This is an optimization exercise on Yosys and OpenROAD, whose aim is small area, not a production implementation.
RTL that was checked went through simulation tests only; none was proved equivalent to the original.
Power and IR drop assume default switching activity.

==> v36 <==
==> flow/design.v (excerpt) <==
module lbp_hist #(
  parameter int IMG_W = lbp_hist_pkg::IMG_W,
  parameter int CNT_W = lbp_hist_pkg::CNT_W
) (
  input  logic             clk,
  input  logic             reset,
  input  logic             lbp_valid,
  input  logic [13:0]      lbp_addr,
  input  logic [7:0]       lbp_data,
  input  logic             finish,
  input  logic             hist_ready,
  input  logic             hist_clear,
  output logic             hist_valid,
  output logic [7:0]       hist_addr,
  output logic [CNT_W-1:0] hist_data,
  output logic [CNT_W-1:0] sample_cnt,
  output logic             hist_done,
  output logic             late_err
);
export LEC_CHECK = 0
export CAP_MARGIN = 10
export CORE_MARGIN = 2
export CORE_UTILIZATION = 25
export PLACE_DENSITY = 0.8
export SLEW_MARGIN = 10
create_clock -name core_clock -period 10.0 [get_ports {clk}]
standard.sh (not shown) runs the stock make flow with config.mk's settings and CLKGATE_MAP_FILE= SYNTH_SCRIPT=/design/flow/synth_recipe.tcl, a recipe that flattens the netlist after the stock synthesis.
==> flow/flow/run.sh <==
#!/bin/bash
# The standard ORFS layout (standard.sh) with three changes:
#  - synthesis is the standard synthesis script, except that ABC maps
#    the logic with flow/map.abc (one area-leaning choice-based mapping
#    pass) instead of ORFS's repeated delay-driven script; everything else,
#    the flip-flop mapping included, is unchanged;
#  - clock tree synthesis builds its tree from small clock buffers in larger
#    sink clusters and adds no dummy loads;
#  - the port buffers are buf_2 cells.
set -euo pipefail
here=$(pwd)
flow=$here/flow

# synth.tcl with the ABC script replaced
sed 's#log_cmd abc {\*}$abc_args#lset abc_args 1 '"$flow"'/map.abc\n  log_cmd abc {*}$abc_args#' \
  "$FLOW_HOME/scripts/synth.tcl" > "$here/own_synth.tcl"
grep -q "map.abc" "$here/own_synth.tcl"
# The standard flow's synthesis script, sourcing that copy
sed 's#source $::env(SCRIPTS_DIR)/synth.tcl#source '"$here"'/own_synth.tcl#' \
  "$here/synth_recipe.tcl" > "$here/own_synth_recipe.tcl"
grep -q "own_synth.tcl" "$here/own_synth_recipe.tcl"
# standard.sh with that synthesis script
sed 's#SYNTH_SCRIPT=[^ ]*#SYNTH_SCRIPT='"$here"'/own_synth_recipe.tcl#' \
  "$here/standard.sh" > "$here/own_standard.sh"
grep -q "own_synth_recipe.tcl" "$here/own_standard.sh"

export BUFFER_PORTS_ARGS="-buffer_cell sky130_fd_sc_hd__buf_2"
export CTS_ARGS="-sink_clustering_enable -repair_clock_nets -dont_use_dummy_load -buf_list {sky130_fd_sc_hd__clkbuf_4 sky130_fd_sc_hd__clkbuf_8} -sink_clustering_size 16 -sink_clustering_max_diameter 80"
bash "$here/own_standard.sh" finish > "$here/own_standard.log" 2>&1
==> flow/flow/map.abc <==
&get -n
&st
&dch
&nf -R 1000 -p
&put
==> inputs of v30, as changes to v36 <==
==> flow/design.v (replaced) <==
package lbp_hist_pkg;
  localparam int IMG_W  = 128;
  localparam int CNT_W  = 14;
  localparam int NBINS  = 256;
  localparam int ADDR_W = 14;
  localparam int CODE_W = 8;
  typedef enum logic [1:0] {
    ACCUM = 2'd0,
    DRAIN = 2'd1,
    DONE  = 2'd2
  } state_t;
endpackage
module lbp_hist_bank #(
  parameter int CNT_W = lbp_hist_pkg::CNT_W,
  parameter int NBINS = lbp_hist_pkg::NBINS
) (
  input  logic             clk,
  input  logic             i_rst,
  input  logic             i_clr,
  input  logic             i_inc,
  input  logic [7:0]       i_inc_idx,
  input  logic [7:0]       i_rd_idx,
  output logic [CNT_W-1:0] o_rd_data
);
  localparam logic [CNT_W-1:0] MAXV = '1;
  logic [CNT_W-1:0] r_bins [NBINS];
  always_ff @(posedge clk) begin
    if (i_rst || i_clr) begin
      for (int k = 0; k < NBINS; k++) begin
        r_bins[k] <= '0;
      end
    end else if (i_inc && (r_bins[i_inc_idx] != MAXV)) begin
      r_bins[i_inc_idx] <= r_bins[i_inc_idx] + CNT_W'(1);
    end
  end
  assign o_rd_data = r_bins[i_rd_idx];
endmodule
module lbp_hist #(
  parameter int IMG_W = lbp_hist_pkg::IMG_W,
  parameter int CNT_W = lbp_hist_pkg::CNT_W
) (
  input  logic             clk,
  input  logic             reset,
  input  logic             lbp_valid,
  input  logic [13:0]      lbp_addr,
  input  logic [7:0]       lbp_data,
  input  logic             finish,
  input  logic             hist_ready,
  input  logic             hist_clear,
  output logic             hist_valid,
  output logic [7:0]       hist_addr,
  output logic [CNT_W-1:0] hist_data,
  output logic [CNT_W-1:0] sample_cnt,
  output logic             hist_done,
  output logic             late_err
);
  localparam logic [CNT_W-1:0] MAXV = '1;
  localparam logic [13:0] LAST_RC = 14'(IMG_W - 2);
  lbp_hist_pkg::state_t           r_state;
  lbp_hist_pkg::state_t           w_next;
  logic [7:0]       r_idx;
  logic [CNT_W-1:0] r_cnt;
  logic             r_late;
  logic [13:0]      w_row;
  logic [13:0]      w_col;
  logic             w_inner;
  logic             w_accept;
  logic             w_drain;
  logic             w_take;
  logic             w_clr;
  logic [CNT_W-1:0] w_rd;
  assign w_row   = lbp_addr / 14'(IMG_W);
  assign w_col   = lbp_addr % 14'(IMG_W);
  assign w_inner = (w_row >= 14'd1) && (w_row <= LAST_RC)
                && (w_col >= 14'd1) && (w_col <= LAST_RC);
  assign w_accept = (r_state == lbp_hist_pkg::ACCUM) && lbp_valid && w_inner;
  assign w_drain  = (r_state == lbp_hist_pkg::DRAIN);
  assign w_take   = w_drain && hist_ready;
  assign w_clr    = (r_state == lbp_hist_pkg::DONE) && hist_clear;
  lbp_hist_bank #(
    .CNT_W (CNT_W),
    .NBINS (lbp_hist_pkg::NBINS)
  ) u_bank (
    .clk       (clk),
    .i_rst     (reset),
    .i_clr     (w_clr),
    .i_inc     (w_accept),
    .i_inc_idx (lbp_data),
    .i_rd_idx  (r_idx),
    .o_rd_data (w_rd)
  );
  always_ff @(posedge clk) begin
    if (reset) begin
      r_state <= lbp_hist_pkg::ACCUM;
    end else begin
      r_state <= w_next;
    end
  end
  always_comb begin
    w_next = r_state;
    case (r_state)
      lbp_hist_pkg::ACCUM: if (finish) w_next = lbp_hist_pkg::DRAIN;
      lbp_hist_pkg::DRAIN: if (w_take && (r_idx == 8'hFF)) w_next = lbp_hist_pkg::DONE;
      lbp_hist_pkg::DONE:  if (hist_clear) w_next = lbp_hist_pkg::ACCUM;
      default: w_next = lbp_hist_pkg::ACCUM;
    endcase
  end
  always_ff @(posedge clk) begin
    if (reset || w_clr) begin
      r_idx <= '0;
    end else if (w_take) begin
      r_idx <= r_idx + 8'd1;
    end
  end
  always_ff @(posedge clk) begin
    if (reset || w_clr) begin
      r_cnt <= '0;
    end else if (w_accept && (r_cnt != MAXV)) begin
      r_cnt <= r_cnt + CNT_W'(1);
    end
  end
  always_ff @(posedge clk) begin
    if (reset || w_clr) begin
      r_late <= 1'b0;
    end else if (lbp_valid && (r_state != lbp_hist_pkg::ACCUM)) begin
      r_late <= 1'b1;
    end
  end
  assign hist_valid = w_drain;
  assign hist_addr  = w_drain ? r_idx : 8'd0;
  assign hist_data  = w_drain ? w_rd : '0;
  assign hist_done  = (r_state == lbp_hist_pkg::DONE);
  assign sample_cnt = r_cnt;
  assign late_err   = r_late;
endmodule
==> flow/run.sh (new file) <==
#!/bin/bash
# synth_recipe.tcl (not shown) runs the flow's synth.tcl, then flattens the netlist and writes it again
# the make line also repeats each setting of config.mk as NAME=value (left out here)
make -C /OpenROAD-flow-scripts/flow DESIGN_CONFIG=/design/flow/config.mk WORK_HOME=/design/flow/orfs CLKGATE_MAP_FILE= SYNTH_SCRIPT=/design/flow/synth_recipe.tcl finish
==> flow/config.mk (replaced) <==
export PLATFORM = sky130hd
export DESIGN_NAME = lbp_hist
export DESIGN_NICKNAME = lbp_hist
export VERILOG_FILES = /design/flow/design.v
export SDC_FILE = /design/flow/constraint.sdc
export NUM_CORES = 4
export LEC_CHECK = 0
export CAP_MARGIN = 20
export CORE_MARGIN = 2
export CORE_UTILIZATION = 25
export PLACE_DENSITY = 0.45
export SLEW_MARGIN = 20
removed: flow/flow/run.sh
removed: flow/flow/map.abc
removed: flow/standard.sh
==> summary.txt <==
status=complete, no violations; crit-path cells=buf_12, buf_12, mux4_2, mux4_2, mux4_2, mux4_2, and2_1, clkdlybuf4s50_1; sw power=10.8 mW; multiplexer share of the synthesized area=24.6%; worst path buffer plus inverter count=3
(the above is from v30)
==> summary.txt <==
status=complete, no violations; Yosys warning count=6; worst path buffer plus inverter count=6; vias in the first global route=65,700; Core Region=505,000 µm²; crit-path cells=nor2_1, and2_0, nor2_4, buf_4, nor2_2, buf_4, a222oi_1, nand4_1, nor4_1, nand4_1, nor4_1, buf_4, clkinv_1, ha_1, nor3b_1, nand4b_1, or3_1, xnor2_1, nand2_1, nor2_1, a211oi_4, buf_4, buf_4; Internal=21.8 mW; multiplexer share of the synthesized area=0%; sw power=7.44 mW
(the above is from v36)
For v30, only the layout was checked, not whether the RTL still works.

what the ideal ports hide:
Ports are ideal in the flow. The routed layouts listed here were re-timed in OpenROAD. Step 1, drivers: a clkbuf_16 drives clk and a buf_2 each remaining input, both assumed. Step 2, shift: input delay + t, output delay - t, t = (earliest + latest rising clock arrival at the registers) / 2. This alone moves slack from input paths to output paths. a / b / c = ideal ports / drivers / drivers and shift; a / b = the first two.
run	shift t [ns]	setup WS [ns]	hold WS [ns]	worst setup path after step 2	clock arrival spread, ns
v36	1.078	1.097 / 1.097 / 1.097	0.477 / 0.477 / 0.477	register to register	0.170 / 0.170
v30	1.210	1.563 / 1.425 / 0.546	0.449 / 0.449 / 0.449	input to register	0.082 / 0.082
After both steps setup and hold are still met in every run listed. For v30, which loses most, drivers alone change the setup slack by -0.138 ns; drivers and shift together by -1.017 ns.
